Background: an optimization exercise with open tools, aiming at small area, a short achievable clock period and few clock cycles per item. Do not read the settings as production practice.
Where RTL was checked, it was by simulation tests only, not by an equivalence proof against the original.
Only the layout flow was run in runs 1 and 2; the RTL was not checked for function there.

==> flow/design.v (outline; a module is shown in full before it is edited, if it fits) <==
// module ptpd_axis: 172 lines
// module ptpd_ctrl: 101 lines
// module ptpd_pd_term: 633 lines
// module ptpd_conv1: 312 lines
// module ptpd_conv2: 143 lines
// module pan_tilt_pd_tracker: 116 lines
module pan_tilt_pd_tracker (
	input  logic                                    clk,
	input  logic                                    arst_n,
	input  logic                                    cfg_we,
	input  logic [ptpd_pkg::CFG_IDX_BITS-1:0]       cfg_index,
	input  logic [ptpd_pkg::CFG_DATA_BITS-1:0]      cfg_data,
	input  logic                                    in_valid,
	output logic                                    in_ready,
	input  logic signed [ptpd_pkg::ERROR_BITS-1:0]  pan_pixel_error,
	input  logic signed [ptpd_pkg::ERROR_BITS-1:0]  tilt_pixel_error,
	input  logic                                    target_seen,
	input  logic [ptpd_pkg::AGE_BITS-1:0]           link_age_ms,
	input  logic                                    stop_press,
	output logic                                    out_valid,
	input  logic                                    out_ready,
	output logic [ptpd_pkg::PULSE_BITS-1:0]         pan_pulse_us,
	output logic [ptpd_pkg::PULSE_BITS-1:0]         tilt_pulse_us,
	output logic                                    tracking_active,
	output logic                                    drive_enabled
);
  // ...
==> flow/run.sh <==
#!/bin/bash
# synth_recipe.tcl (not shown) runs the flow's synth.tcl, then flattens the netlist and writes it again
# the make line also repeats each setting of config.mk as NAME=value (left out here)
make -C /OpenROAD-flow-scripts/flow DESIGN_CONFIG=/design/flow/config.mk WORK_HOME=/design/flow/orfs CLKGATE_MAP_FILE= SYNTH_SCRIPT=/design/flow/synth_recipe.tcl finish
==> flow/config.mk <==
export PLATFORM = sky130hd
export DESIGN_NAME = pan_tilt_pd_tracker
export DESIGN_NICKNAME = pan_tilt_pd_tracker
export VERILOG_FILES = /design/flow/design.v
export SDC_FILE = /design/flow/constraint.sdc
export NUM_CORES = 4
export LEC_CHECK = 0
export CAP_MARGIN = 20
export CORE_MARGIN = 2
export CORE_UTILIZATION = 60
export SETUP_SLACK_MARGIN = 5
export SLEW_MARGIN = 20
==> flow/constraint.sdc <==
create_clock -name core_clock -period 11.0 [get_ports {clk}]
set_input_delay 2.2000 -clock core_clock [delete_from_list [all_inputs] [get_ports {clk}]]
set_output_delay 2.2000 -clock core_clock [all_outputs]
set_load 0.01 [all_outputs]
==> reports/results.ini, run 1 <==
[worst_setup_path]
slowest_delay_ps=540
path_max_fanout=6
cp_data_required_time_ps=11360
reg2reg_to=u_tilt.v3_q[12]
startpoint=u_tilt.angle_q[12]
critical_path_cell_count=17
worstSetupStartpointType=flip-flop
path_cells=inv_1 > fa_1 > fa_1 > inv_1 > fa_1 > inv_1 > fa_1 > inv_1 > ha_1 > a211oi_1 > nand2_1 > o311a_1 > o211ai_1 > nand3_1 > a41o_1 > a21o_1 > xnor2_1
r2r-start=u_tilt.angle_q[12]

[placement]
place_ws_ps=5500

[logic_synthesis]
synth_top_family_by_area=adder cells
ys_ff_latch=470
ys_top_cells_by_area=fa_1, edfxtp_1, ha_1

[clocking]
clkLatencyLatePin_ps=640

[die]
die_w_um=298
tap_cells=1144

[drt]
remaining_drc_errors=0
dr_wl_met2_um=55000
antenna_left=0
drtIter0Drc=2868

[timing]
fin_crit_sh=0.477

[status]
run_status=complete, no violations

[layout]
design_area_sq_mm=0.0555
area_share_nonclk_buffers=0.0211
n_fill_cell=7065
reg.largest.list=u_ctrl.out_q (26), u_ctrl.sk_q (26)

[grt]
first_global_vias=36800
grtUsageMet3=0.0598
grt-ovfl-total=0

==> run 2, diff against run 1 <==
==> flow/flow/run.sh (new file) <==
#!/bin/bash
set -euo pipefail
MARGIN=7.0
sed -i '/SETUP_SLACK_MARGIN/d' config.mk
echo "export SETUP_SLACK_MARGIN = ${MARGIN}" >> config.mk
bash standard.sh > standard.log 2>&1
==> flow/standard.sh (new file) <==
#!/bin/bash
# synth_recipe.tcl (not shown) runs the flow's synth.tcl, then flattens the netlist and writes it again
# the make line also repeats each setting of config.mk as NAME=value (left out here)
make -C /OpenROAD-flow-scripts/flow DESIGN_CONFIG=/design/flow/config.mk WORK_HOME=/design/flow/orfs CLKGATE_MAP_FILE= SYNTH_SCRIPT=/design/flow/synth_recipe.tcl "${@:-finish}"
--- a/flow/config.mk
+++ b/flow/config.mk
@@ -8,5 +8,5 @@
 export CAP_MARGIN = 20
 export CORE_MARGIN = 2
 export CORE_UTILIZATION = 60
-export SETUP_SLACK_MARGIN = 5
 export SLEW_MARGIN = 20
+export SETUP_SLACK_MARGIN = 7.0
removed: flow/run.sh
==> run 2 against run 1 <==
Clock-buffer cell count increased by 9; first-iteration DRC count down 1.7%; synthesized cell count is the same; via count increased by 6.7%; register-to-register slack improved by 510 ps; fmax up 11%; non-clock buffer count increased by 386; clock skew fell by 7.4 ps; wire length is 8.5% higher; global-route usage increased by 1.7 points; highest routed layer unchanged.
==> reports/results.ini, run 2 <==
[logic_synthesis]
synth_nets=6290
yosysSeqAreaShare=0.248
async_flop_share=0.447
synth_top_area_frac=0.240
ys_warn_count=4
synth_ff_type=edfxtp_1
ys_ff_latch=470  ; unchanged
ys_top_cells_by_area=fa_1, edfxtp_1, ha_1
netlist_top_cells_count=inv_1, fa_1, ha_1, xnor2_1, a22oi_1
syn_avg_cell_area_sq_um=10.2
yosys.area.top_type=fa_1
synth_edf_count=234
synth_most_common_cell=inv_1
netlist_instances=5078
syn-cell-area_sq_mm=0.0520
synth_cell_types=91

[placement]
portBuffers=93
dpl.hpwl_um=97700
placedCellCount=6094
routabilityCongestion=0.909

[worst_hold_path]
hold-path-cell-count=0
min_to=u_ctrl.trk2_q
hold_class=flip-flop to flip-flop
hold_start=u_ctrl.trk1_q

[clocking]
cts_tree=done
cts_root_buf=clkbuf_16
cts_buffer_depth=3
cts_buffers=53
cts_sinks=470
clkLatencyLatePin_ps=620  ; -20 ps
cts-htree-levels=2
clk_pin_slew_ps=70

[worst_setup_path]
r2r_setup_slack_ps=6260
path_max_fanout=3  ; -3
cp_data_arrival_time_ps=5120
critical_path_class=flip-flop to flip-flop
cp_data_required_time_ps=11380  ; +20 ps
reg2regPathDepth=17
r2r-start=u_tilt.angle_q[14]
worstSetupStartpointType=flip-flop
critPathCaptureType=flip-flop
reg2reg_to=u_tilt.v3_q[12]

[grt]
grt_max_degree=91
first_global_vias=38700  ; +5.2%
antenna_found_initial=5
grt-ovfl-total=0  ; unchanged
grt_pass1_wl_um=216000
track_usage=0.307

[timing]
fin_crit_ps=4740
finalHoldViolCount=0
rsz0062_at_grt=yes
finClkSkew_ps=23.4
finalSetupTns_ps=0
worst_pin_slew_ps=1410
final-setup-viol-count=0
maxSlewHeadroom=0.0586
fmax_mhz=211
drv_slew=0
fin_crit_sh=0.431  ; -0.0466

[layout]
drive_gt1_frac=0.225
final_common_cell=inv_1
final_cell_mix=inv_1, fa_1, ha_1, xnor2_1, a22oi_1
fin_cells=6586
reg.largest.list=u_ctrl.out_q (26), u_ctrl.sk_q (26)
n_fill_cell=6380  ; -9.7%
nets=6608
area_growth_pct=18.6

[drt]
wl_per_cell_um=20.7
vias_per_cell=5.76
drtIter0Drc=2818  ; -1.7%
remaining_drc_errors=0  ; unchanged
routed_wl_um=137000
vias=37900
drtPass1Iterations=6
antenna_left=0  ; unchanged

[die]
num_rows=107
die_area_sq_mm=0.0891
die_w_um=298  ; unchanged
start_util=0.608
ioPinCount=94
core-area_sq_mm=0.0855
die_h_um=298

[status]
run_status=complete, no violations

[job]
cap_violations=0

[run 2: cell counts after synthesis]
No cell type changed its count.
[run 2: layout make-up]
cell class / instances / area (sq um) / area share
clock buffers: 78 / 1580 / 0.0256
clock inverters: 22 / 236 / 0.00383
diodes: 1 / 2.50 / 0.0000406
multi-input cells: 3332 / 36600 / 0.593
inverters: 1025 / 3930 / 0.0638
repair buffers: 511 / 4890 / 0.0793
well taps: 1144 / 1430 / 0.0232
repair inverters: 3 / 26.3 / 0.000426
flip-flops and latches: 470 / 13000 / 0.211
[run 2: layer usage]
| metal | vias to the layer above | wire [um] | global-route usage |
|---|---|---|---|
| met1 | 18800 | 60200 | 0.444 |
| met3 | 268 | 10500 | 0.0494 |
| met5 | - | 0 | 0 |
| met2 | 1522 | 61700 | 0.479 |
| li1 | 17400 | - | - |
| met4 | 0 | 4070 | 0.0909 |
[run 2: how the worst max path moves through the flow]
stage | from | cells past startpoint | endpoint | slack, ps
4_1_cts | u_tilt.angle_q[17] | 16 | u_tilt.v3_q[12] | 6320
3_5_place_dp | link_age_ms[1] | 12 | u_pan.e_two_q[0] | 5960
2_1_floorplan | u_pan.angle_q[11] | 18 | u_pan.v3_q[12] | 6470
5_1_grt | u_pan.angle_q[19] | 18 | u_pan.v3_q[12] | 6110
3_3_place_gp | link_age_ms[1] | 12 | u_pan.p_two_q[0] | 5970
6_report | u_tilt.angle_q[14] | 17 | u_tilt.v3_q[12] | 6260
[run 2: through the flow]
stage	cell area [sq um]	setup slack, ps	utilization	hold slack (ps)
finish	61700	6260	0.721	428
global route	61700	6110	0.721	434
detailed placement	54200	5960	0.633	408
global placement	54200	5970	0.633	404
floorplan	52800	6470	-	400
CTS	59200	6320	0.692	421
[run 2: worst max-delay path, stage by stage (launching register included)]
cell,delay [ps]
dfrtp_2,440
buf_12,140
fa_2,420
fa_1,520
inv_1,50
fa_1,510
inv_2,50
fa_1,470
inv_1,40
ha_2,190
a211oi_4,250
nand2_1,100
o311a_1,340
o211ai_1,280
nand3_1,170
a41o_1,220
a21o_1,190
xnor2_1,120
[run 2: cells by family after synthesis]
group | count (synthesis) | share of synthesized area
AO/OA/AOI/OAI | 905 | 0.123
adder cells (fa/ha/maj) | 1146 | 0.366
multiplexers | 95 | 0.0204
buffers and inverters | 1279 | 0.0925
XOR/XNOR | 524 | 0.0882
AND/OR/NAND/NOR | 659 | 0.0622
flip-flops | 470 | 0.248
[run 2: what timing repair did]
action | 4_1_cts | 5_1_grt
buffers inserted | 259 | 122
pin swaps | 137 | 264
setup endpoints to repair | 236 | 202
resized for setup | 228 | 370
cloned | 8 | 2
hold buffers | 0 | 0
==> module ptpd_axis, before the edit <==
module ptpd_axis #(
	parameter bit NEG = 1'b0
) (
	input  logic                                    clk,
	input  logic                                    arst_n,
	input  logic                                    acc,
	input  logic                                    en,
	input  logic                                    track_now,
	input  logic                                    halt_now,
	input  logic                                    upd,
	input  logic signed [ptpd_pkg::ERROR_BITS-1:0]  err,
	input  logic [ptpd_pkg::GAIN_BITS:0]            gain_pd,
	input  logic [ptpd_pkg::GAIN_BITS-1:0]          gain_d,
	input  logic [ptpd_pkg::DEG_BITS-1:0]           angle_floor,
	input  logic [ptpd_pkg::DEG_BITS-1:0]           angle_ceiling,
	output logic [ptpd_pkg::PULSE_BITS-1:0]         pulse
);
	localparam int EB = ptpd_pkg::ERROR_BITS;
	localparam int ND = EB / 2;
	localparam int AB = ptpd_pkg::ANGLE_BITS;
	localparam int FB = ptpd_pkg::FRAC_BITS;
	localparam int DB = ptpd_pkg::DEG_BITS;
	localparam int TB = ptpd_pkg::DELTA_BITS;
	function automatic logic [3*ND-1:0] booth(input logic [EB-1:0] x, input logic flip);
		logic [EB:0]   xx;
		logic [ND-1:0] neg, one, two;
		xx = {x, 1'b0};
		for (int k = 0; k < ND; k++) begin
			one[k] = xx[2*k+1] ^ xx[2*k];
			two[k] = (xx[2*k+2] & ~xx[2*k+1] & ~xx[2*k]) | (~xx[2*k+2] & xx[2*k+1] & xx[2*k]);
			neg[k] = flip ? (~xx[2*k+2] & (xx[2*k+1] | xx[2*k]))
				: (xx[2*k+2] & ~(xx[2*k+1] & xx[2*k]));
		end
		booth = {neg, one, two};
	endfunction
	logic [EB-1:0]   prev_raw_q;
	logic            prev_sat_q;
	logic [ND-1:0]   e_neg_q, e_one_q, e_two_q;
	logic [ND-1:0]   p_neg_q, p_one_q, p_two_q;
	logic [TB-1:0]   x1_q;
	logic [TB-1:0]   y1_q;
	logic            c1_q;
	logic [AB-1:0]   angle_q;
	logic [ptpd_pkg::V_BITS-1:0] v3_q;
	logic [DB-1:0]   deg3_q;
	logic            sat;
	logic [ND-1:0]   e_neg, e_one, e_two;
	logic [ND-1:0]   p_neg, p_one, p_two;
	logic [TB-1:0]   x_now;
	logic [TB-1:0]   y_now;
	logic            c_now;
	logic [ptpd_pkg::V_BITS-1:0] v_now;
	assign sat = NEG && (err == {1'b1, {(EB-1){1'b0}}});
	always_comb begin
		{e_neg, e_one, e_two} = booth(err, NEG);
		if (sat) begin
			e_neg[0] = 1'b1;
			e_one[0] = 1'b1;
		end
		e_one = e_one & {ND{track_now}};
		e_two = e_two & {ND{track_now}};
		{p_neg, p_one, p_two} = booth(prev_raw_q, !NEG);
		if (prev_sat_q) begin
			p_neg[0] = 1'b0;
			p_one[0] = 1'b1;
		end
		p_one = p_one & {ND{track_now}};
		p_two = p_two & {ND{track_now}};
	end
	always_ff @(posedge clk or negedge arst_n) begin
		if (!arst_n) begin
			prev_raw_q <= '0;
			prev_sat_q <= 1'b0;
		end else if (acc && !halt_now) begin
			prev_raw_q <= track_now ? err : '0;
			prev_sat_q <= track_now && sat;
		end
	end
	always_ff @(posedge clk) begin
		if (acc) begin
			e_neg_q <= e_neg;
			e_one_q <= e_one;
			e_two_q <= e_two;
			p_neg_q <= p_neg;
			p_one_q <= p_one;
			p_two_q <= p_two;
		end
	end
	ptpd_pd_term u_term (
		.e_neg (e_neg_q),
		.e_one (e_one_q),
		.e_two (e_two_q),
		.p_neg (p_neg_q),
		.p_one (p_one_q),
		.p_two (p_two_q),
		.gpd   (gain_pd),
		.gd    (gain_d),
		.xs    (x_now),
		.ys    (y_now),
		.c     (c_now)
	);
	always_ff @(posedge clk) begin
		if (en) begin
			x1_q <= x_now;
			y1_q <= y_now;
			c1_q <= c_now;
		end
	end
	localparam int SB = AB + 3;
	localparam logic [SB-1:0] NBIAS = -(SB'(1) << (TB - 1));
	logic [SB-1:0] a_ext;
	logic [SB-1:0] x_ext;
	logic [SB-1:0] y_ext;
	logic [SB-1:0] p2;
	logic [SB-1:0] q2;
	logic [SB-1:0] c_ext;
	logic [SB-1:0] nlo_ext;
	logic [SB-1:0] nhi_ext;
	logic [SB-1:0] s;
	logic [SB-1:0] s_lo;
	logic [SB-1:0] s_hi;
	logic          below;
	logic          above;
	logic [AB-1:0] a_new;
	assign a_ext   = SB'(angle_q);
	assign x_ext   = SB'(x1_q);
	assign y_ext   = SB'(y1_q);
	assign p2      = a_ext ^ x_ext ^ y_ext;
	assign q2      = ((a_ext & x_ext) | (a_ext & y_ext) | (x_ext & y_ext)) << 1;
	assign c_ext   = SB'(c1_q);
	assign nlo_ext = ~{3'b000, angle_floor, {FB{1'b0}}} + NBIAS + SB'(1);
	assign nhi_ext = ~{3'b000, angle_ceiling, {FB{1'b0}}} + NBIAS;
	assign s       = c_ext + p2 + q2 + NBIAS;
	assign s_lo    = nlo_ext + p2 + q2 + c_ext;
	assign s_hi    = nhi_ext + q2 + p2 + c_ext;
	assign below   = s_lo[SB-1];
	assign above   = !s_hi[SB-1];
	always_comb begin
		if (angle_floor > angle_ceiling) begin
			a_new = {angle_ceiling, {FB{1'b0}}};
		end else if (below) begin
			a_new = {angle_floor, {FB{1'b0}}};
		end else if (above) begin
			a_new = {angle_ceiling, {FB{1'b0}}};
		end else begin
			a_new = s[AB-1:0];
		end
	end
	always_ff @(posedge clk or negedge arst_n) begin
		if (!arst_n) begin
			angle_q <= {ptpd_pkg::RST_ANGLE_DEG, {FB{1'b0}}};
		end else if (upd) begin
			angle_q <= a_new;
		end
	end
	ptpd_conv1 u_conv1 (
		.dg (angle_q[AB-1:FB]),
		.fr (angle_q[FB-1:0]),
		.v  (v_now)
	);
	always_ff @(posedge clk) begin
		if (en) begin
			v3_q   <= v_now;
			deg3_q <= angle_q[AB-1:FB];
		end
	end
	ptpd_conv2 u_conv2 (
		.v  (v3_q),
		.dg (deg3_q),
		.p  (pulse)
	);
endmodule
==> module ptpd_ctrl, before the edit <==
module ptpd_ctrl (
	input  logic                              clk,
	input  logic                              arst_n,
	input  logic                              in_valid,
	output logic                              in_ready,
	output logic                              out_valid,
	input  logic                              out_ready,
	input  logic                              stop_press,
	input  logic                              track_ok,
	input  logic [ptpd_pkg::PULSE_BITS-1:0]   pan_new,
	input  logic [ptpd_pkg::PULSE_BITS-1:0]   tilt_new,
	output logic                              acc,
	output logic                              en,
	output logic                              halt_now,
	output logic                              track_now,
	output logic                              upd,
	output logic [ptpd_pkg::PULSE_BITS-1:0]   pan_pulse_us,
	output logic [ptpd_pkg::PULSE_BITS-1:0]   tilt_pulse_us,
	output logic                              tracking_active,
	output logic                              drive_enabled
);
	localparam int PB = ptpd_pkg::PULSE_BITS;
	logic halt_q;
	logic v0_q, v1_q, v2_q, v3_q;
	logic trk0_q, trk1_q, trk2_q, trk3_q;
	logic hlt0_q, hlt1_q, hlt2_q, hlt3_q;
	logic out_v_q, sk_v_q;
	logic hs;
	logic [2*PB+1:0] res_new;
	logic [2*PB+1:0] out_q;
	logic [2*PB+1:0] sk_q;
	assign in_ready  = !sk_v_q;
	assign out_valid = out_v_q;
	assign acc       = in_valid && !sk_v_q;
	assign hs        = out_v_q && out_ready;
	assign en        = !sk_v_q;
	assign halt_now  = halt_q || stop_press;
	assign track_now = !halt_now && track_ok;
	assign upd       = en && v1_q && !hlt1_q;
	always_ff @(posedge clk or negedge arst_n) begin
		if (!arst_n) begin
			halt_q <= 1'b0;
		end else if (acc) begin
			halt_q <= halt_now;
		end
	end
	always_ff @(posedge clk or negedge arst_n) begin
		if (!arst_n) begin
			v0_q <= 1'b0;
			v1_q <= 1'b0;
			v2_q <= 1'b0;
			v3_q <= 1'b0;
		end else if (en) begin
			v0_q <= acc;
			v1_q <= v0_q;
			v2_q <= v1_q;
			v3_q <= v2_q;
		end
	end
	always_ff @(posedge clk) begin
		if (acc) begin
			trk0_q <= track_now;
			hlt0_q <= halt_now;
		end
		if (en) begin
			trk1_q <= trk0_q;
			hlt1_q <= hlt0_q;
			trk2_q <= trk1_q;
			hlt2_q <= hlt1_q;
			trk3_q <= trk2_q;
			hlt3_q <= hlt2_q;
		end
	end
	assign res_new = {pan_new, tilt_new, trk3_q, !hlt3_q};
	always_ff @(posedge clk or negedge arst_n) begin
		if (!arst_n) begin
			out_v_q <= 1'b0;
			sk_v_q  <= 1'b0;
		end else if (sk_v_q) begin
			if (hs) begin
				sk_v_q <= 1'b0;
			end
		end else if (out_v_q && !out_ready) begin
			sk_v_q <= v3_q;
		end else begin
			out_v_q <= v3_q;
		end
	end
	always_ff @(posedge clk) begin
		if (!out_v_q || hs) begin
			out_q <= sk_v_q ? sk_q : res_new;
		end
		if (en) begin
			sk_q <= res_new;
		end
	end
	assign pan_pulse_us    = out_q[2*PB+1:PB+2];
	assign tilt_pulse_us   = out_q[PB+1:2];
	assign tracking_active = out_q[1];
	assign drive_enabled   = out_q[0];
endmodule
==> module ptpd_conv1, before the edit <==
module ptpd_conv1 (
	input  logic [7:0] dg,
	input  logic [15:0] fr,
	output logic [12:0] v
);
	logic w0, w1, w2, w3, w4, w5, w6, w7, w8, w9, w10, w11, w12, w13, w14, w15, w16, w17, w18, w19, w20, w21, w22, w23, w24, w25, w26, w27, w28, w29, w30, w31, w32, w33, w34, w35, w36, w37, w38, w39, w40, w41, w42, w43, w44, w45, w46, w47, w48, w49, w50, w51, w52, w53, w54, w55, w56, w57, w58, w59, w60, w61, w62, w63, w64, w65, w66, w67, w68, w69, w70, w71, w72, w73, w74, w75, w76, w77, w78, w79, w80, w81, w82, w83, w84, w85, w86, w87, w88, w89, w90, w91, w92, w93, w94, w95, w96, w97, w98, w99, w100, w101, w102, w103, w104, w105, w106, w107, w108, w109, w110, w111, w112, w113, w114, w115, w116, w117, w118, w119, w120, w121, w122, w123, w124, w125, w126, w127, w128, w129, w130, w131, w132, w133, w134, w135, w136, w137, w138, w139, w140, w141, w142, w143, w144, w145, w146, w147, w148, w149, w150, w151, w152, w153, w154, w155, w156, w157, w158, w159, w160, w161, w162, w163, w164, w165, w166, w167, w168, w169, w170, w171, w172, w173, w174, w175, w176, w177, w178, w179, w180, w181, w182, w183, w184, w185, w186, w187, w188, w189, w190, w191, w192, w193, w194, w195, w196, w197, w198, w199, w200, w201, w202, w203, w204, w205, w206, w207, w208, w209, w210, w211, w212, w213, w214, w215, w216, w217, w218, w219, w220, w221, w222, w223, w224, w225, w226, w227, w228, w229, w230, w231, w232, w233, w234, w235, w236, w237, w238, w239, w240, w241, w242, w243, w244, w245, w246, w247, w248, w249, w250, w251, w252, w253, w254, w255, w256, w257, w258, w259, w260, w261, w262, w263, w264, w265, w266, w267, w268, w269, w270, w271, w272, w273, w274, w275, w276, w277, w278, w279, w280, w281, w282, w283, w284, w285, w286, w287, w288, w289, w290, w291, w292, w293, w294, w295, w296, w297, w298, w299;
	logic [31:0] tx, ty, ts;
	assign w0 = ~dg[0];
	assign w1 = ~dg[1];
	assign w2 = ~dg[2];
	assign w3 = ~dg[3];
	assign w4 = ~dg[4];
	assign w5 = ~dg[5];
	assign w6 = ~dg[6];
	assign w7 = ~dg[7];
	assign w8 = ~dg[0];
	assign w9 = ~dg[1];
	assign w10 = ~dg[2];
	assign w11 = ~dg[3];
	assign w12 = ~dg[4];
	assign w13 = ~dg[5];
	assign w14 = ~dg[6];
	assign w15 = ~dg[7];
	assign w16 = ~fr[0];
	assign w17 = ~fr[1];
	assign w18 = ~fr[2];
	assign w19 = ~fr[3];
	assign w20 = ~fr[4];
	assign w21 = ~fr[5];
	assign w22 = ~fr[6];
	assign w23 = ~fr[7];
	assign w24 = ~fr[8];
	assign w25 = ~fr[9];
	assign w26 = ~fr[10];
	assign w27 = ~fr[11];
	assign w28 = ~fr[12];
	assign w29 = ~fr[13];
	assign w30 = ~fr[14];
	assign w31 = ~fr[15];
	assign w32 = ~fr[0];
	assign w33 = ~fr[1];
	assign w34 = ~fr[2];
	assign w35 = ~fr[3];
	assign w36 = ~fr[4];
	assign w37 = ~fr[5];
	assign w38 = ~fr[6];
	assign w39 = ~fr[7];
	assign w40 = ~fr[8];
	assign w41 = ~fr[9];
	assign w42 = ~fr[10];
	assign w43 = ~fr[11];
	assign w44 = ~fr[12];
	assign w45 = ~fr[13];
	assign w46 = ~fr[14];
	assign w47 = ~fr[15];
	assign w48 = ~fr[0];
	assign w49 = ~fr[1];
	assign w50 = ~fr[2];
	assign w51 = ~fr[3];
	assign w52 = ~fr[4];
	assign w53 = ~fr[5];
	assign w54 = ~fr[6];
	assign w55 = ~fr[7];
	assign w56 = ~fr[8];
	assign w57 = ~fr[9];
	assign w58 = ~fr[10];
	assign w59 = ~fr[11];
	assign w60 = ~fr[12];
	assign w61 = ~fr[13];
	assign w62 = ~fr[14];
	assign w63 = ~fr[15];
	assign w64 = ~fr[0];
	assign w65 = ~fr[1];
	assign w66 = ~fr[2];
	assign w67 = ~fr[3];
	assign w68 = ~fr[4];
	assign w69 = ~fr[5];
	assign w70 = ~fr[6];
	assign w71 = ~fr[7];
	assign w72 = ~fr[8];
	assign w73 = ~fr[9];
	assign w74 = ~fr[10];
	assign w75 = ~fr[11];
	assign w76 = ~fr[12];
	assign w77 = ~fr[13];
	assign w78 = ~fr[14];
	assign w79 = ~fr[15];
	assign w80 = ~fr[0];
	assign w81 = ~fr[1];
	assign w82 = ~fr[2];
	assign w83 = ~fr[3];
	assign w84 = ~fr[4];
	assign w85 = ~fr[5];
	assign w86 = ~fr[6];
	assign w87 = ~fr[7];
	assign w88 = ~fr[8];
	assign w89 = ~fr[9];
	assign w90 = ~fr[10];
	assign w91 = ~fr[11];
	assign w92 = ~fr[12];
	assign w93 = ~fr[13];
	assign w94 = ~fr[14];
	assign w95 = ~fr[15];
	assign w96 = w28 ^ fr[9];
	assign w97 = w28 & fr[9];
	assign w98 = w29 ^ fr[10];
	assign w99 = w29 & fr[10];
	assign w100 = w30 ^ fr[11] ^ w41;
	assign w101 = (w30 & fr[11]) | (w30 & w41) | (fr[11] & w41);
	assign w102 = w31 ^ fr[12] ^ w42;
	assign w103 = (w31 & fr[12]) | (w31 & w42) | (fr[12] & w42);
	assign w104 = w0 ^ fr[13] ^ w43;
	assign w105 = (w0 & fr[13]) | (w0 & w43) | (fr[13] & w43);
	assign w106 = w1 ^ fr[14] ^ w44;
	assign w107 = (w1 & fr[14]) | (w1 & w44) | (fr[14] & w44);
	assign w108 = w2 ^ fr[15] ^ w45;
	assign w109 = (w2 & fr[15]) | (w2 & w45) | (fr[15] & w45);
	assign w110 = w3 ^ w46;
	assign w111 = w3 & w46;
	assign w112 = w4 ^ w8 ^ w47;
	assign w113 = (w4 & w8) | (w4 & w47) | (w8 & w47);
	assign w114 = w61 ^ w74;
	assign w115 = w61 & w74;
	assign w116 = w5 ^ w9 ^ w62;
	assign w117 = (w5 & w9) | (w5 & w62) | (w9 & w62);
	assign w118 = w75 ^ w89;
	assign w119 = w75 & w89;
	assign w120 = w6 ^ w10 ^ w63;
	assign w121 = (w6 & w10) | (w6 & w63) | (w10 & w63);
	assign w122 = w76 ^ w90;
	assign w123 = w76 & w90;
	assign w124 = w7 ^ w11 ^ dg[0];
	assign w125 = (w7 & w11) | (w7 & dg[0]) | (w11 & dg[0]);
	assign w126 = w23 ^ fr[4];
	assign w127 = w23 & fr[4];
	assign w128 = w24 ^ fr[5];
	assign w129 = w24 & fr[5];
	assign w130 = w25 ^ fr[6];
	assign w131 = w25 & fr[6];
	assign w132 = w26 ^ fr[7] ^ w37;
	assign w133 = (w26 & fr[7]) | (w26 & w37) | (fr[7] & w37);
	assign w134 = w51 ^ w64;
	assign w135 = w51 & w64;
	assign w136 = w27 ^ fr[8] ^ w38;
	assign w137 = (w27 & fr[8]) | (w27 & w38) | (fr[8] & w38);
	assign w138 = w52 ^ w65;
	assign w139 = w52 & w65;
	assign w140 = w96 ^ w39 ^ w53;
	assign w141 = (w96 & w39) | (w96 & w53) | (w39 & w53);
	assign w142 = w66 ^ w80 ^ 1'b1;
	assign w143 = (w66 & w80) | (w66 & 1'b1) | (w80 & 1'b1);
	assign w144 = w97 ^ w98 ^ w40;
	assign w145 = (w97 & w98) | (w97 & w40) | (w98 & w40);
	assign w146 = w54 ^ w67 ^ w81;
	assign w147 = (w54 & w67) | (w54 & w81) | (w67 & w81);
	assign w148 = w99 ^ w100 ^ w55;
	assign w149 = (w99 & w100) | (w99 & w55) | (w100 & w55);
	assign w150 = w68 ^ w82 ^ fr[0];
	assign w151 = (w68 & w82) | (w68 & fr[0]) | (w82 & fr[0]);
	assign w152 = w101 ^ w102 ^ w56;
	assign w153 = (w101 & w102) | (w101 & w56) | (w102 & w56);
	assign w154 = w69 ^ w83 ^ fr[1];
	assign w155 = (w69 & w83) | (w69 & fr[1]) | (w83 & fr[1]);
	assign w156 = w103 ^ w104 ^ w57;
	assign w157 = (w103 & w104) | (w103 & w57) | (w104 & w57);
	assign w158 = w70 ^ w84 ^ fr[2];
	assign w159 = (w70 & w84) | (w70 & fr[2]) | (w84 & fr[2]);
	assign w160 = w105 ^ w106 ^ w58;
	assign w161 = (w105 & w106) | (w105 & w58) | (w106 & w58);
	assign w162 = w71 ^ w85 ^ fr[3];
	assign w163 = (w71 & w85) | (w71 & fr[3]) | (w85 & fr[3]);
	assign w164 = w107 ^ w108 ^ w59;
	assign w165 = (w107 & w108) | (w107 & w59) | (w108 & w59);
	assign w166 = w72 ^ w86 ^ fr[4];
	assign w167 = (w72 & w86) | (w72 & fr[4]) | (w86 & fr[4]);
	assign w168 = w109 ^ w110 ^ w60;
	assign w169 = (w109 & w110) | (w109 & w60) | (w110 & w60);
	assign w170 = w73 ^ w87 ^ fr[5];
	assign w171 = (w73 & w87) | (w73 & fr[5]) | (w87 & fr[5]);
	assign w172 = w111 ^ w112 ^ w114;
	assign w173 = (w111 & w112) | (w111 & w114) | (w112 & w114);
	assign w174 = w88 ^ fr[6] ^ 1'b1;
	assign w175 = (w88 & fr[6]) | (w88 & 1'b1) | (fr[6] & 1'b1);
	assign w176 = w113 ^ w115 ^ w116;
	assign w177 = (w113 & w115) | (w113 & w116) | (w115 & w116);
	assign w178 = w118 ^ fr[7] ^ 1'b1;
	assign w179 = (w118 & fr[7]) | (w118 & 1'b1) | (fr[7] & 1'b1);
	assign w180 = w117 ^ w119 ^ w120;
	assign w181 = (w117 & w119) | (w117 & w120) | (w119 & w120);
	assign w182 = w122 ^ fr[8] ^ 1'b1;
	assign w183 = (w122 & fr[8]) | (w122 & 1'b1) | (fr[8] & 1'b1);
	assign w184 = w121 ^ w123 ^ w124;
	assign w185 = (w121 & w123) | (w121 & w124) | (w123 & w124);
	assign w186 = w77 ^ w91 ^ fr[9];
	assign w187 = (w77 & w91) | (w77 & fr[9]) | (w91 & fr[9]);
	assign w188 = w125 ^ w12 ^ dg[1];
	assign w189 = (w125 & w12) | (w125 & dg[1]) | (w12 & dg[1]);
	assign w190 = w78 ^ w92 ^ fr[10];
	assign w191 = (w78 & w92) | (w78 & fr[10]) | (w92 & fr[10]);
	assign w192 = w13 ^ dg[2] ^ w79;
	assign w193 = (w13 & dg[2]) | (w13 & w79) | (dg[2] & w79);
	assign w194 = w93 ^ fr[11] ^ 1'b1;
	assign w195 = (w93 & fr[11]) | (w93 & 1'b1) | (fr[11] & 1'b1);
	assign w196 = w14 ^ dg[3] ^ w94;
	assign w197 = (w14 & dg[3]) | (w14 & w94) | (dg[3] & w94);
	assign w198 = w15 ^ dg[4] ^ w95;
	assign w199 = (w15 & dg[4]) | (w15 & w95) | (dg[4] & w95);
	assign w200 = w21 ^ fr[2];
	assign w201 = w21 & fr[2];
	assign w202 = w22 ^ fr[3];
	assign w203 = w22 & fr[3];
	assign w204 = w126 ^ w34 ^ w48;
	assign w205 = (w126 & w34) | (w126 & w48) | (w34 & w48);
	assign w206 = w127 ^ w128 ^ w35;
	assign w207 = (w127 & w128) | (w127 & w35) | (w128 & w35);
	assign w208 = w129 ^ w130 ^ w36;
	assign w209 = (w129 & w130) | (w129 & w36) | (w130 & w36);
	assign w210 = w131 ^ w132 ^ w134;
	assign w211 = (w131 & w132) | (w131 & w134) | (w132 & w134);
	assign w212 = w133 ^ w135 ^ w136;
	assign w213 = (w133 & w135) | (w133 & w136) | (w135 & w136);
	assign w214 = w137 ^ w139 ^ w140;
	assign w215 = (w137 & w139) | (w137 & w140) | (w139 & w140);
	assign w216 = w141 ^ w143 ^ w144;
	assign w217 = (w141 & w143) | (w141 & w144) | (w143 & w144);
	assign w218 = w145 ^ w147 ^ w148;
	assign w219 = (w145 & w147) | (w145 & w148) | (w147 & w148);
	assign w220 = w149 ^ w151 ^ w152;
	assign w221 = (w149 & w151) | (w149 & w152) | (w151 & w152);
	assign w222 = w153 ^ w155 ^ w156;
	assign w223 = (w153 & w155) | (w153 & w156) | (w155 & w156);
	assign w224 = w157 ^ w159 ^ w160;
	assign w225 = (w157 & w159) | (w157 & w160) | (w159 & w160);
	assign w226 = w161 ^ w163 ^ w164;
	assign w227 = (w161 & w163) | (w161 & w164) | (w163 & w164);
	assign w228 = w165 ^ w167 ^ w168;
	assign w229 = (w165 & w167) | (w165 & w168) | (w167 & w168);
	assign w230 = w169 ^ w171 ^ w172;
	assign w231 = (w169 & w171) | (w169 & w172) | (w171 & w172);
	assign w232 = w173 ^ w175 ^ w176;
	assign w233 = (w173 & w175) | (w173 & w176) | (w175 & w176);
	assign w234 = w177 ^ w179 ^ w180;
	assign w235 = (w177 & w179) | (w177 & w180) | (w179 & w180);
	assign w236 = w181 ^ w183 ^ w184;
	assign w237 = (w181 & w183) | (w181 & w184) | (w183 & w184);
	assign w238 = w185 ^ w187 ^ w188;
	assign w239 = (w185 & w187) | (w185 & w188) | (w187 & w188);
	assign w240 = w189 ^ w191 ^ w192;
	assign w241 = (w189 & w191) | (w189 & w192) | (w191 & w192);
	assign w242 = w193 ^ w195 ^ w196;
	assign w243 = (w193 & w195) | (w193 & w196) | (w195 & w196);
	assign w244 = w197 ^ w198 ^ fr[13];
	assign w245 = (w197 & w198) | (w197 & fr[13]) | (w198 & fr[13]);
	assign w246 = w199 ^ dg[5] ^ fr[14];
	assign w247 = (w199 & dg[5]) | (w199 & fr[14]) | (dg[5] & fr[14]);
	assign w248 = w200 ^ w32;
	assign w249 = w200 & w32;
	assign w250 = w201 ^ w202 ^ w33;
	assign w251 = (w201 & w202) | (w201 & w33) | (w202 & w33);
	assign w252 = w203 ^ w204 ^ 1'b1;
	assign w253 = (w203 & w204) | (w203 & 1'b1) | (w204 & 1'b1);
	assign w254 = w205 ^ w206 ^ w49;
	assign w255 = (w205 & w206) | (w205 & w49) | (w206 & w49);
	assign w256 = w207 ^ w208 ^ w50;
	assign w257 = (w207 & w208) | (w207 & w50) | (w208 & w50);
	assign w258 = w209 ^ w210 ^ 1'b1;
	assign w259 = (w209 & w210) | (w209 & 1'b1) | (w210 & 1'b1);
	assign w260 = w211 ^ w212 ^ w138;
	assign w261 = (w211 & w212) | (w211 & w138) | (w212 & w138);
	assign w262 = w213 ^ w214 ^ w142;
	assign w263 = (w213 & w214) | (w213 & w142) | (w214 & w142);
	assign w264 = w215 ^ w216 ^ w146;
	assign w265 = (w215 & w216) | (w215 & w146) | (w216 & w146);
	assign w266 = w217 ^ w218 ^ w150;
	assign w267 = (w217 & w218) | (w217 & w150) | (w218 & w150);
	assign w268 = w219 ^ w220 ^ w154;
	assign w269 = (w219 & w220) | (w219 & w154) | (w220 & w154);
	assign w270 = w221 ^ w222 ^ w158;
	assign w271 = (w221 & w222) | (w221 & w158) | (w222 & w158);
	assign w272 = w223 ^ w224 ^ w162;
	assign w273 = (w223 & w224) | (w223 & w162) | (w224 & w162);
	assign w274 = w225 ^ w226 ^ w166;
	assign w275 = (w225 & w226) | (w225 & w166) | (w226 & w166);
	assign w276 = w227 ^ w228 ^ w170;
	assign w277 = (w227 & w228) | (w227 & w170) | (w228 & w170);
	assign w278 = w229 ^ w230 ^ w174;
	assign w279 = (w229 & w230) | (w229 & w174) | (w230 & w174);
	assign w280 = w231 ^ w232 ^ w178;
	assign w281 = (w231 & w232) | (w231 & w178) | (w232 & w178);
	assign w282 = w233 ^ w234 ^ w182;
	assign w283 = (w233 & w234) | (w233 & w182) | (w234 & w182);
	assign w284 = w235 ^ w236 ^ w186;
	assign w285 = (w235 & w236) | (w235 & w186) | (w236 & w186);
	assign w286 = w237 ^ w238 ^ w190;
	assign w287 = (w237 & w238) | (w237 & w190) | (w238 & w190);
	assign w288 = w239 ^ w240 ^ w194;
	assign w289 = (w239 & w240) | (w239 & w194) | (w240 & w194);
	assign w290 = w241 ^ w242 ^ fr[12];
	assign w291 = (w241 & w242) | (w241 & fr[12]) | (w242 & fr[12]);
	assign w292 = w243 ^ w244 ^ 1'b1;
	assign w293 = (w243 & w244) | (w243 & 1'b1) | (w244 & 1'b1);
	assign w294 = w245 ^ w246 ^ 1'b1;
	assign w295 = (w245 & w246) | (w245 & 1'b1) | (w246 & 1'b1);
	assign w296 = w247 ^ dg[6] ^ fr[15];
	assign w297 = (w247 & dg[6]) | (w247 & fr[15]) | (dg[6] & fr[15]);
	assign w298 = dg[7] ^ 1'b1;
	assign w299 = dg[7] & 1'b1;
	assign tx = {w299, w297, w295, w293, w291, w289, w287, w285, w283, w281, w279, w277, w275, w273, w271, w269, w267, w265, w263, w261, w259, w257, w255, w253, w251, w249, w248, w20, w19, w18, w17, w16};
	assign ty = {1'b1, w298, w296, w294, w292, w290, w288, w286, w284, w282, w280, w278, w276, w274, w272, w270, w268, w266, w264, w262, w260, w258, w256, w254, w252, w250, 1'b1, fr[1], fr[0], 1'b0, 1'b0, 1'b1};
	assign ts = tx + ty;
	assign v = ts[31:19];
endmodule
==> module ptpd_conv2, before the edit <==
module ptpd_conv2 (
	input  logic [12:0] v,
	input  logic [7:0] dg,
	output logic [11:0] p
);
	logic w0, w1, w2, w3, w4, w5, w6, w7, w8, w9, w10, w11, w12, w13, w14, w15, w16, w17, w18, w19, w20, w21, w22, w23, w24, w25, w26, w27, w28, w29, w30, w31, w32, w33, w34, w35, w36, w37, w38, w39, w40, w41, w42, w43, w44, w45, w46, w47, w48, w49, w50, w51, w52, w53, w54, w55, w56, w57, w58, w59, w60, w61, w62, w63, w64, w65, w66, w67, w68, w69, w70, w71, w72, w73, w74, w75, w76, w77, w78, w79, w80, w81, w82, w83, w84, w85, w86, w87, w88, w89, w90, w91, w92, w93, w94, w95, w96, w97, w98, w99, w100, w101, w102, w103, w104, w105, w106, w107, w108, w109, w110, w111, w112, w113, w114, w115, w116, w117, w118, w119, w120, w121, w122, w123, w124, w125, w126, w127, w128, w129, w130;
	logic [31:0] tx, ty, ts;
	assign w0 = ~v[0];
	assign w1 = ~v[1];
	assign w2 = ~v[2];
	assign w3 = ~v[3];
	assign w4 = ~v[4];
	assign w5 = ~v[5];
	assign w6 = ~v[6];
	assign w7 = ~v[7];
	assign w8 = ~v[8];
	assign w9 = ~v[9];
	assign w10 = ~v[10];
	assign w11 = ~v[11];
	assign w12 = ~v[12];
	assign w13 = ~dg[0];
	assign w14 = ~dg[1];
	assign w15 = ~dg[2];
	assign w16 = ~dg[3];
	assign w17 = ~dg[4];
	assign w18 = ~dg[5];
	assign w19 = ~dg[6];
	assign w20 = ~dg[7];
	assign w21 = ~dg[0];
	assign w22 = ~dg[1];
	assign w23 = ~dg[2];
	assign w24 = ~dg[3];
	assign w25 = ~dg[4];
	assign w26 = ~dg[5];
	assign w27 = ~dg[6];
	assign w28 = ~dg[7];
	assign w29 = v[11] ^ w17;
	assign w30 = v[11] & w17;
	assign w31 = v[12] ^ w18 ^ w24;
	assign w32 = (v[12] & w18) | (v[12] & w24) | (w18 & w24);
	assign w33 = w19 ^ w25;
	assign w34 = w19 & w25;
	assign w35 = w20 ^ w26;
	assign w36 = w20 & w26;
	assign w37 = v[6] ^ v[4];
	assign w38 = v[6] & v[4];
	assign w39 = v[7] ^ v[5];
	assign w40 = v[7] & v[5];
	assign w41 = v[8] ^ v[6] ^ w2;
	assign w42 = (v[8] & v[6]) | (v[8] & w2) | (v[6] & w2);
	assign w43 = v[9] ^ v[7] ^ w3;
	assign w44 = (v[9] & v[7]) | (v[9] & w3) | (v[7] & w3);
	assign w45 = v[10] ^ v[8] ^ w4;
	assign w46 = (v[10] & v[8]) | (v[10] & w4) | (v[8] & w4);
	assign w47 = v[11] ^ v[9] ^ w5;
	assign w48 = (v[11] & v[9]) | (v[11] & w5) | (v[9] & w5);
	assign w49 = v[12] ^ v[10] ^ w6;
	assign w50 = (v[12] & v[10]) | (v[12] & w6) | (v[10] & w6);
	assign w51 = v[11] ^ w7 ^ v[5];
	assign w52 = (v[11] & w7) | (v[11] & v[5]) | (w7 & v[5]);
	assign w53 = v[12] ^ w8 ^ v[6];
	assign w54 = (v[12] & w8) | (v[12] & v[6]) | (w8 & v[6]);
	assign w55 = w9 ^ v[7];
	assign w56 = w9 & v[7];
	assign w57 = w10 ^ v[8];
	assign w58 = w10 & v[8];
	assign w59 = w11 ^ v[9];
	assign w60 = w11 & v[9];
	assign w61 = w12 ^ v[10];
	assign w62 = w12 & v[10];
	assign w63 = v[11] ^ v[6];
	assign w64 = v[11] & v[6];
	assign w65 = v[12] ^ v[7];
	assign w66 = v[12] & v[7];
	assign w67 = v[10] ^ w16;
	assign w68 = v[10] & w16;
	assign w69 = w29 ^ w23 ^ dg[0];
	assign w70 = (w29 & w23) | (w29 & dg[0]) | (w23 & dg[0]);
	assign w71 = w30 ^ w31 ^ dg[1];
	assign w72 = (w30 & w31) | (w30 & dg[1]) | (w31 & dg[1]);
	assign w73 = w32 ^ w33 ^ dg[2];
	assign w74 = (w32 & w33) | (w32 & dg[2]) | (w33 & dg[2]);
	assign w75 = w34 ^ w35 ^ dg[3];
	assign w76 = (w34 & w35) | (w34 & dg[3]) | (w35 & dg[3]);
	assign w77 = w36 ^ w27;
	assign w78 = w36 & w27;
	assign w79 = w37 ^ w0;
	assign w80 = w37 & w0;
	assign w81 = w38 ^ w39 ^ w1;
	assign w82 = (w38 & w39) | (w38 & w1) | (w39 & w1);
	assign w83 = w40 ^ w41 ^ v[0];
	assign w84 = (w40 & w41) | (w40 & v[0]) | (w41 & v[0]);
	assign w85 = w42 ^ w43 ^ v[1];
	assign w86 = (w42 & w43) | (w42 & v[1]) | (w43 & v[1]);
	assign w87 = w44 ^ w45 ^ v[2];
	assign w88 = (w44 & w45) | (w44 & v[2]) | (w45 & v[2]);
	assign w89 = w46 ^ w47 ^ v[3];
	assign w90 = (w46 & w47) | (w46 & v[3]) | (w47 & v[3]);
	assign w91 = w48 ^ w49 ^ v[4];
	assign w92 = (w48 & w49) | (w48 & v[4]) | (w49 & v[4]);
	assign w93 = w50 ^ w51 ^ v[0];
	assign w94 = (w50 & w51) | (w50 & v[0]) | (w51 & v[0]);
	assign w95 = w52 ^ w53 ^ v[1];
	assign w96 = (w52 & w53) | (w52 & v[1]) | (w53 & v[1]);
	assign w97 = w54 ^ w55 ^ v[2];
	assign w98 = (w54 & w55) | (w54 & v[2]) | (w55 & v[2]);
	assign w99 = w56 ^ w57 ^ v[3];
	assign w100 = (w56 & w57) | (w56 & v[3]) | (w57 & v[3]);
	assign w101 = w58 ^ w59 ^ v[4];
	assign w102 = (w58 & w59) | (w58 & v[4]) | (w59 & v[4]);
	assign w103 = w60 ^ w61 ^ v[5];
	assign w104 = (w60 & w61) | (w60 & v[5]) | (w61 & v[5]);
	assign w105 = w62 ^ w63 ^ 1'b1;
	assign w106 = (w62 & w63) | (w62 & 1'b1) | (w63 & 1'b1);
	assign w107 = w64 ^ w65 ^ w13;
	assign w108 = (w64 & w65) | (w64 & w13) | (w65 & w13);
	assign w109 = w66 ^ v[8] ^ w14;
	assign w110 = (w66 & v[8]) | (w66 & w14) | (v[8] & w14);
	assign w111 = v[9] ^ w15 ^ w21;
	assign w112 = (v[9] & w15) | (v[9] & w21) | (w15 & w21);
	assign w113 = w67 ^ w22 ^ 1'b1;
	assign w114 = (w67 & w22) | (w67 & 1'b1) | (w22 & 1'b1);
	assign w115 = w68 ^ w69 ^ 1'b1;
	assign w116 = (w68 & w69) | (w68 & 1'b1) | (w69 & 1'b1);
	assign w117 = w70 ^ w71 ^ 1'b1;
	assign w118 = (w70 & w71) | (w70 & 1'b1) | (w71 & 1'b1);
	assign w119 = w72 ^ w73 ^ 1'b1;
	assign w120 = (w72 & w73) | (w72 & 1'b1) | (w73 & 1'b1);
	assign w121 = w74 ^ w75 ^ 1'b1;
	assign w122 = (w74 & w75) | (w74 & 1'b1) | (w75 & 1'b1);
	assign w123 = w76 ^ w77 ^ dg[4];
	assign w124 = (w76 & w77) | (w76 & dg[4]) | (w77 & dg[4]);
	assign w125 = w78 ^ w28 ^ dg[5];
	assign w126 = (w78 & w28) | (w78 & dg[5]) | (w28 & dg[5]);
	assign w127 = dg[6] ^ 1'b1;
	assign w128 = dg[6] & 1'b1;
	assign w129 = dg[7] ^ 1'b1;
	assign w130 = dg[7] & 1'b1;
	assign tx = {w128, w126, w124, w122, w120, w118, w116, w114, w112, w110, w108, w106, w104, w102, w100, w98, w96, w94, w92, w90, w88, w86, w84, w82, w80, w79, v[5], v[4], v[3], v[2], v[1], v[0]};
	assign ty = {w129, w127, w125, w123, w121, w119, w117, w115, w113, w111, w109, w107, w105, w103, w101, w99, w97, w95, w93, w91, w89, w87, w85, w83, w81, 1'b1, v[3], v[2], v[1], v[0], 1'b0, 1'b0};
	assign ts = tx + ty;
	assign p = ts[31:20];
endmodule
==> run 3, diff against run 2 <==
--- a/flow/design.v
+++ b/flow/design.v
@@ -56,21 +56,29 @@
 	endfunction
 	logic [EB-1:0]   prev_raw_q;
 	logic            prev_sat_q;
+	logic            prev_trk_q;
 	logic [ND-1:0]   e_neg_q, e_one_q, e_two_q;
 	logic [ND-1:0]   p_neg_q, p_one_q, p_two_q;
 	logic [TB-1:0]   x1_q;
 	logic [TB-1:0]   y1_q;
 	logic            c1_q;
 	logic [AB-1:0]   angle_q;
-	logic [ptpd_pkg::V_BITS-1:0] v3_q;
+	logic [12:0]     xv3_q, yv3_q;
+	logic            cv3_q;
 	logic [DB-1:0]   deg3_q;
+	logic [11:0]     xp4_q, yp4_q;
+	logic            cp4_q;
 	logic            sat;
 	logic [ND-1:0]   e_neg, e_one, e_two;
 	logic [ND-1:0]   p_neg, p_one, p_two;
 	logic [TB-1:0]   x_now;
 	logic [TB-1:0]   y_now;
 	logic            c_now;
-	logic [ptpd_pkg::V_BITS-1:0] v_now;
+	logic [12:0]     xv_now, yv_now;
+	logic            cv_now;
+	logic [12:0]     v4;
+	logic [11:0]     xp_now, yp_now;
+	logic            cp_now;
 	assign sat = NEG && (err == {1'b1, {(EB-1){1'b0}}});
 	always_comb begin
 		{e_neg, e_one, e_two} = booth(err, NEG);
@@ -78,23 +86,27 @@
 			e_neg[0] = 1'b1;
 			e_one[0] = 1'b1;
 		end
-		e_one = e_one & {ND{track_now}};
-		e_two = e_two & {ND{track_now}};
 		{p_neg, p_one, p_two} = booth(prev_raw_q, !NEG);
 		if (prev_sat_q) begin
 			p_neg[0] = 1'b0;
 			p_one[0] = 1'b1;
 		end
-		p_one = p_one & {ND{track_now}};
-		p_two = p_two & {ND{track_now}};
+		e_one = e_one & {ND{track_now}};
+		e_two = e_two & {ND{track_now}};
+		p_one = p_one & {ND{prev_trk_q && track_now}};
+		p_two = p_two & {ND{prev_trk_q && track_now}};
 	end
 	always_ff @(posedge clk or negedge arst_n) begin
 		if (!arst_n) begin
-			prev_raw_q <= '0;
-			prev_sat_q <= 1'b0;
+			prev_trk_q <= 1'b0;
 		end else if (acc && !halt_now) begin
-			prev_raw_q <= track_now ? err : '0;
-			prev_sat_q <= track_now && sat;
+			prev_trk_q <= track_now;
+		end
+	end
+	always_ff @(posedge clk) begin
+		if (acc && !halt_now) begin
+			prev_raw_q <= err;
+			prev_sat_q <= sat;
 		end
 	end
 	always_ff @(posedge clk) begin
@@ -177,19 +189,34 @@
 	ptpd_conv1 u_conv1 (
 		.dg (angle_q[AB-1:FB]),
 		.fr (angle_q[FB-1:0]),
-		.v  (v_now)
+		.xs (xv_now),
+		.ys (yv_now),
+		.c  (cv_now)
 	);
 	always_ff @(posedge clk) begin
 		if (en) begin
-			v3_q   <= v_now;
+			xv3_q  <= xv_now;
+			yv3_q  <= yv_now;
+			cv3_q  <= cv_now;
 			deg3_q <= angle_q[AB-1:FB];
 		end
 	end
+	assign v4 = xv3_q + yv3_q + 13'(cv3_q);
 	ptpd_conv2 u_conv2 (
-		.v  (v3_q),
+		.v  (v4),
 		.dg (deg3_q),
-		.p  (pulse)
+		.xs (xp_now),
+		.ys (yp_now),
+		.c  (cp_now)
 	);
+	always_ff @(posedge clk) begin
+		if (en) begin
+			xp4_q <= xp_now;
+			yp4_q <= yp_now;
+			cp4_q <= cp_now;
+		end
+	end
+	assign pulse = xp4_q + yp4_q + 12'(cp4_q);
 endmodule
 module ptpd_ctrl (
 	input  logic                              clk,
@@ -214,17 +241,18 @@
 );
 	localparam int PB = ptpd_pkg::PULSE_BITS;
 	logic halt_q;
-	logic v0_q, v1_q, v2_q, v3_q;
-	logic trk0_q, trk1_q, trk2_q, trk3_q;
-	logic hlt0_q, hlt1_q, hlt2_q, hlt3_q;
+	logic v0_q, v1_q, v2_q, v3_q, v4_q;
+	logic trk0_q, trk1_q, trk2_q, trk3_q, trk4_q;
+	logic hlt0_q, hlt1_q, hlt2_q, hlt3_q, hlt4_q;
 	logic out_v_q, sk_v_q;
+	logic in_ready_q;
 	logic hs;
 	logic [2*PB+1:0] res_new;
 	logic [2*PB+1:0] out_q;
 	logic [2*PB+1:0] sk_q;
-	assign in_ready  = !sk_v_q;
+	assign in_ready  = in_ready_q;
 	assign out_valid = out_v_q;
-	assign acc       = in_valid && !sk_v_q;
+	assign acc       = in_valid && in_ready_q;
 	assign hs        = out_v_q && out_ready;
 	assign en        = !sk_v_q;
 	assign halt_now  = halt_q || stop_press;
@@ -243,11 +271,13 @@
 			v1_q <= 1'b0;
 			v2_q <= 1'b0;
 			v3_q <= 1'b0;
+			v4_q <= 1'b0;
 		end else if (en) begin
 			v0_q <= acc;
 			v1_q <= v0_q;
 			v2_q <= v1_q;
 			v3_q <= v2_q;
+			v4_q <= v3_q;
 		end
 	end
 	always_ff @(posedge clk) begin
@@ -262,9 +292,11 @@
 			hlt2_q <= hlt1_q;
 			trk3_q <= trk2_q;
 			hlt3_q <= hlt2_q;
+			trk4_q <= trk3_q;
+			hlt4_q <= hlt3_q;
 		end
 	end
-	assign res_new = {pan_new, tilt_new, trk3_q, !hlt3_q};
+	assign res_new = {pan_new, tilt_new, trk4_q, !hlt4_q};
 	always_ff @(posedge clk or negedge arst_n) begin
 		if (!arst_n) begin
 			out_v_q <= 1'b0;
@@ -274,9 +306,20 @@
 				sk_v_q <= 1'b0;
 			end
 		end else if (out_v_q && !out_ready) begin
-			sk_v_q <= v3_q;
+			sk_v_q <= v4_q;
 		end else begin
-			out_v_q <= v3_q;
+			out_v_q <= v4_q;
+		end
+	end
+	always_ff @(posedge clk or negedge arst_n) begin
+		if (!arst_n) begin
+			in_ready_q <= 1'b1;
+		end else if (sk_v_q) begin
+			if (hs) begin
+				in_ready_q <= 1'b1;
+			end
+		end else if (out_v_q && !out_ready) begin
+			in_ready_q <= !v4_q;
 		end
 	end
 	always_ff @(posedge clk) begin
@@ -928,10 +971,13 @@
 module ptpd_conv1 (
 	input  logic [7:0] dg,
 	input  logic [15:0] fr,
-	output logic [12:0] v
+	output logic [12:0] xs,
+	output logic [12:0] ys,
+	output logic c
 );
 	logic w0, w1, w2, w3, w4, w5, w6, w7, w8, w9, w10, w11, w12, w13, w14, w15, w16, w17, w18, w19, w20, w21, w22, w23, w24, w25, w26, w27, w28, w29, w30, w31, w32, w33, w34, w35, w36, w37, w38, w39, w40, w41, w42, w43, w44, w45, w46, w47, w48, w49, w50, w51, w52, w53, w54, w55, w56, w57, w58, w59, w60, w61, w62, w63, w64, w65, w66, w67, w68, w69, w70, w71, w72, w73, w74, w75, w76, w77, w78, w79, w80, w81, w82, w83, w84, w85, w86, w87, w88, w89, w90, w91, w92, w93, w94, w95, w96, w97, w98, w99, w100, w101, w102, w103, w104, w105, w106, w107, w108, w109, w110, w111, w112, w113, w114, w115, w116, w117, w118, w119, w120, w121, w122, w123, w124, w125, w126, w127, w128, w129, w130, w131, w132, w133, w134, w135, w136, w137, w138, w139, w140, w141, w142, w143, w144, w145, w146, w147, w148, w149, w150, w151, w152, w153, w154, w155, w156, w157, w158, w159, w160, w161, w162, w163, w164, w165, w166, w167, w168, w169, w170, w171, w172, w173, w174, w175, w176, w177, w178, w179, w180, w181, w182, w183, w184, w185, w186, w187, w188, w189, w190, w191, w192, w193, w194, w195, w196, w197, w198, w199, w200, w201, w202, w203, w204, w205, w206, w207, w208, w209, w210, w211, w212, w213, w214, w215, w216, w217, w218, w219, w220, w221, w222, w223, w224, w225, w226, w227, w228, w229, w230, w231, w232, w233, w234, w235, w236, w237, w238, w239, w240, w241, w242, w243, w244, w245, w246, w247, w248, w249, w250, w251, w252, w253, w254, w255, w256, w257, w258, w259, w260, w261, w262, w263, w264, w265, w266, w267, w268, w269, w270, w271, w272, w273, w274, w275, w276, w277, w278, w279, w280, w281, w282, w283, w284, w285, w286, w287, w288, w289, w290, w291, w292, w293, w294, w295, w296, w297, w298, w299;
-	logic [31:0] tx, ty, ts;
+	logic [31:0] tx, ty;
+	logic [19:0] tl;
 	assign w0 = ~dg[0];
 	assign w1 = ~dg[1];
 	assign w2 = ~dg[2];
@@ -1234,16 +1280,21 @@
 	assign w299 = dg[7] & 1'b1;
 	assign tx = {w299, w297, w295, w293, w291, w289, w287, w285, w283, w281, w279, w277, w275, w273, w271, w269, w267, w265, w263, w261, w259, w257, w255, w253, w251, w249, w248, w20, w19, w18, w17, w16};
 	assign ty = {1'b1, w298, w296, w294, w292, w290, w288, w286, w284, w282, w280, w278, w276, w274, w272, w270, w268, w266, w264, w262, w260, w258, w256, w254, w252, w250, 1'b1, fr[1], fr[0], 1'b0, 1'b0, 1'b1};
-	assign ts = tx + ty;
-	assign v = ts[31:19];
+	assign tl = {1'b0, tx[18:0]} + {1'b0, ty[18:0]};
+	assign c  = tl[19];
+	assign xs = tx[31:19];
+	assign ys = ty[31:19];
 endmodule
 module ptpd_conv2 (
 	input  logic [12:0] v,
 	input  logic [7:0] dg,
-	output logic [11:0] p
+	output logic [11:0] xs,
+	output logic [11:0] ys,
+	output logic c
 );
 	logic w0, w1, w2, w3, w4, w5, w6, w7, w8, w9, w10, w11, w12, w13, w14, w15, w16, w17, w18, w19, w20, w21, w22, w23, w24, w25, w26, w27, w28, w29, w30, w31, w32, w33, w34, w35, w36, w37, w38, w39, w40, w41, w42, w43, w44, w45, w46, w47, w48, w49, w50, w51, w52, w53, w54, w55, w56, w57, w58, w59, w60, w61, w62, w63, w64, w65, w66, w67, w68, w69, w70, w71, w72, w73, w74, w75, w76, w77, w78, w79, w80, w81, w82, w83, w84, w85, w86, w87, w88, w89, w90, w91, w92, w93, w94, w95, w96, w97, w98, w99, w100, w101, w102, w103, w104, w105, w106, w107, w108, w109, w110, w111, w112, w113, w114, w115, w116, w117, w118, w119, w120, w121, w122, w123, w124, w125, w126, w127, w128, w129, w130;
-	logic [31:0] tx, ty, ts;
+	logic [31:0] tx, ty;
+	logic [20:0] tl;
 	assign w0 = ~v[0];
 	assign w1 = ~v[1];
 	assign w2 = ~v[2];
@@ -1377,8 +1428,10 @@
 	assign w130 = dg[7] & 1'b1;
 	assign tx = {w128, w126, w124, w122, w120, w118, w116, w114, w112, w110, w108, w106, w104, w102, w100, w98, w96, w94, w92, w90, w88, w86, w84, w82, w80, w79, v[5], v[4], v[3], v[2], v[1], v[0]};
 	assign ty = {w129, w127, w125, w123, w121, w119, w117, w115, w113, w111, w109, w107, w105, w103, w101, w99, w97, w95, w93, w91, w89, w87, w85, w83, w81, 1'b1, v[3], v[2], v[1], v[0], 1'b0, 1'b0};
-	assign ts = tx + ty;
-	assign p = ts[31:20];
+	assign tl = {1'b0, tx[19:0]} + {1'b0, ty[19:0]};
+	assign c  = tl[20];
+	assign xs = tx[31:20];
+	assign ys = ty[31:20];
 endmodule
 module pan_tilt_pd_tracker (
 	input  logic                                    clk,
==> flow/run.sh (new file) <==
#!/bin/bash
# synth_recipe.tcl (not shown) runs the flow's synth.tcl, then flattens the netlist and writes it again
# the make line also repeats each setting of config.mk as NAME=value (left out here)
make -C /OpenROAD-flow-scripts/flow DESIGN_CONFIG=/design/flow/config.mk WORK_HOME=/design/flow/orfs CLKGATE_MAP_FILE= SYNTH_SCRIPT=/design/flow/synth_recipe.tcl finish
--- a/flow/config.mk
+++ b/flow/config.mk
@@ -8,5 +8,5 @@
 export CAP_MARGIN = 20
 export CORE_MARGIN = 2
 export CORE_UTILIZATION = 60
+export SETUP_SLACK_MARGIN = 5
 export SLEW_MARGIN = 20
-export SETUP_SLACK_MARGIN = 7.0
removed: flow/flow/run.sh
removed: flow/standard.sh
==> run 3 against run 2 <==
Still clean on timing, DRC and antenna; sequential share of layout area is 5.3 points higher; clock skew is 4.3 ps lower; final area is 5.7% lower; wire length is 7.3% lower; global-route usage is 2.9 points lower; critical path depth is 2 higher.
==> reports/results.ini, run 3 <==
[die]
die_w_um=305  ; +2.2%
die_h_um=305  ; +2.2%
start_util=0.605  ; -0.00345
core-area_sq_mm=0.0899  ; +5.1%
num_rows=110  ; +2.8%
ioPinCount=94  ; unchanged
die_area_sq_mm=0.0930  ; +4.4%

[drt]
vias_per_cell=5.76  ; -0.11%
remaining_drc_errors=0  ; unchanged
vias=35900  ; -5.3%
routed_wl_um=127000  ; -7.3%
wl_per_cell_um=20.3  ; -2.2%
antenna_left=0  ; unchanged
drtIter0Drc=2667  ; -5.4%
drtPass1Iterations=6  ; unchanged

[logic_synthesis]
ys_top_cells_by_area=fa_1, edfxtp_1, ha_1
synth_top_area_frac=0.228  ; -0.0117
synth_edf_count=335  ; +43%
synth_nets=6295  ; +0.079%
ys_ff_latch=549  ; +17%
yosys.area.top_type=fa_1
syn_avg_cell_area_sq_um=10.7  ; +4.4%
synth_ff_type=edfxtp_1
synth_cell_types=100  ; +9.9%
netlist_instances=5083  ; +0.098%
ys_warn_count=4  ; unchanged
async_flop_share=0.342  ; -0.104
netlist_top_cells_count=inv_1, fa_1, ha_1, xnor2_1, a22oi_1
synth_most_common_cell=inv_1
syn-cell-area_sq_mm=0.0543  ; +4.5%
yosysSeqAreaShare=0.283  ; +0.0351

[timing]
finalSetupTns_ps=0  ; unchanged
fmax_mhz=199  ; -5.7%
fin_crit_ps=5020  ; +288 ps
final-setup-viol-count=0  ; unchanged
finalHoldViolCount=0  ; unchanged
rsz0062_at_grt=no
finClkSkew_ps=19.1  ; -4.26 ps
maxSlewHeadroom=0.287  ; +0.228
worst_pin_slew_ps=1060  ; -347 ps
fin_crit_sh=0.457  ; +0.0262
drv_slew=0  ; unchanged

[grt]
first_global_vias=36900  ; -4.5%
grt_max_degree=103  ; +13%
track_usage=0.278  ; -0.0285
antenna_found_initial=4  ; -1
grt_pass1_wl_um=204000  ; -5.3%
grt-ovfl-total=0  ; unchanged

[layout]
design_area_sq_mm=0.0582  ; -5.7%
nets=6226  ; -5.8%
num_antenna_cells=0  ; -1
final_common_cell=inv_1
final_cell_mix=inv_1, fa_1, ha_1, xnor2_1, a22oi_1
reg.largest.list=u_ctrl.out_q (26), u_ctrl.sk_q (26)
area_growth_pct=7.05
drive_gt1_frac=0.0687  ; -0.156
utilization=0.647  ; -0.0738
n_fill_cell=7320  ; +15%

[worst_setup_path]
path_max_fanout=8  ; +5
reg2reg_to=u_tilt.cp4_q
worstSetupStartpointType=flip-flop
cp_data_arrival_time_ps=5440  ; +320 ps
r2r_setup_slack_ps=5980  ; -290 ps
critPathCaptureType=flip-flop
reg2regPathDepth=19  ; +2
cp_data_required_time_ps=11410  ; +30 ps
critical_path_class=flip-flop to flip-flop
r2r-start=u_tilt.cv3_q

[job]
cap_violations=0  ; unchanged

[clocking]
cts_buffers=61  ; +15%
cts_root_buf=clkbuf_16
cts_setup_buffers=0  ; -100%
cts-htree-levels=2  ; unchanged
cts_sinks=549  ; +17%
cts_tree=done
cts_buffer_depth=3  ; unchanged
clk_pin_slew_ps=60  ; about the same
cts.repair.resized=0  ; -100%
hold_buffers=0  ; unchanged
clkLatencyLatePin_ps=680  ; +60 ps

[placement]
dpl_cell_area_sq_mm=0.0560  ; +3.4%
dpl.hpwl_um=98400  ; +0.71%
routabilityCongestion=0.889  ; -2.2%
portBuffers=93  ; unchanged

[status]
run_status=complete, no violations

[worst_hold_path]
hold_class=flip-flop to flip-flop
hold-path-cell-count=0  ; unchanged
hold_start=u_ctrl.trk3_q
min_to=u_ctrl.trk4_q

run 3: cell count changes after synthesis, sizes merged, moves of 11 or more:
cell | previous run | this run
nand3 | 61 | 39
nor4b | 2 | 13
nand2 | 201 | 181
inv | 1020 | 988
a21o | 67 | 43
xnor2 | 409 | 451
a21oi | 118 | 137
edfxtp | 234 | 335
dfrtp | 148 | 125
xor2 | 115 | 85
run 3: layout make-up:
| cell class | count | area (sq um) | area share |
|---|---|---|---|
| multi-input cells | 3284 | 34300 | 0.589 |
| flip-flops and latches | 549 | 15400 | 0.264 |
| inverters | 998 | 3750 | 0.0646 |
| clock buffers | 82 | 1730 | 0.0297 |
| well taps | 1176 | 1470 | 0.0253 |
| repair buffers | 120 | 1170 | 0.0201 |
| clock inverters | 34 | 390 | 0.00671 |
run 3: worst max path at each step:
stage	start	cells past startpoint	endpoint	slack, ps
finish	u_tilt.cv3_q	19	u_tilt.cp4_q	5980
global route	u_tilt.cv3_q	19	u_tilt.cp4_q	5540
CTS	u_tilt.cv3_q	19	u_tilt.cp4_q	5960
detailed placement	link_age_ms[1]	12	u_pan.p_one_q[4]	5870
global placement	link_age_ms[1]	12	u_tilt.p_two_q[3]	5960
floorplan	u_tilt.cv3_q	19	u_tilt.cp4_q	6490
run 3: cell families (layout without fill, tap and decap cells):
logic type,count (synthesis),count (layout),synth area share
flip-flops,549,549,0.283
AND/OR/NAND/NOR,600,600,0.0554
adder cells (fa/ha/maj),1148,1148,0.350
buffers and inverters,1250,1234,0.0870
AO/OA/AOI/OAI,899,899,0.117
multiplexers,99,99,0.0205
XOR/XNOR,538,538,0.0874
run 3: layer usage:
layer	vias to the layer above	track usage	share of wire
li1	16700	-	-
met1	17900	0.403	0.46
met2	1120	0.444	0.46
met3	201	0.0365	0.065
met4	0	0.0740	0.022
met5	-	0	0
run 3: worst max-delay path: stages (launching register included):
cell and delay, ps:
edfxtp_1 350, fa_1 200, inv_1 70, fa_1 460
nor2b_1 120, o21ai_0 100, a21oi_1 270, o211ai_1 140
nand2_1 80, a21oi_1 70, xnor2_1 690, inv_1 150
maj3_1 410, fa_1 430, ha_1 310, a21o_1 170
a211o_1 300, a311o_1 310, o21ai_0 70, a21oi_1 50
run 3: through the flow:
step | hold slack [ps] | setup slack [ps] | instances
floorplan | 400 | 6490 | 5083
global placement | 401 | 5960 | 6125
detailed placement | 406 | 5870 | 6125
CTS | 421 | 5960 | 6241
global route | 430 | 5540 | 6243
finish | 419 | 5980 | 6243
Testbench counts of run 3, summed over its fixed seeds: cycles 3,248, items 3,200.

==> afterwards: timing with drivers on the ports <==
No port has a modelled driver above. Below, the same layouts with a new extraction and two added sets of constraints. Step 1: set_driving_cell puts a clkbuf_16 on clk and a buf_2 on each other input, an assumption about the parent block. Step 2 also shifts input and output timing later by t, the mid clock arrival at the registers, as if the neighbouring blocks saw the same clock. a / b / c = ideal / step 1 / step 2; a / b = the first two.
run | t (ns) | setup WS [ns] | worst register clock-pin slew, ns | worst slew at a driven data input, ns | cell pins on the clock port's net
run 1 | 0.690 | 5.752 / 5.752 / 5.451 | 0.06 / 0.06 | 0.06 | 1
run 2 | 0.681 | 6.264 / 6.264 / 6.264 | 0.07 / 0.07 | 0.06 | 1
run 3 | 0.744 | 5.976 / 5.976 / 5.876 | 0.07 / 0.07 | 0.08 | 1
After both steps setup and hold are still met in every run listed. The setup slack of run 1, which loses most, moves by 0.000 ns with the drivers and by -0.301 ns with both steps.
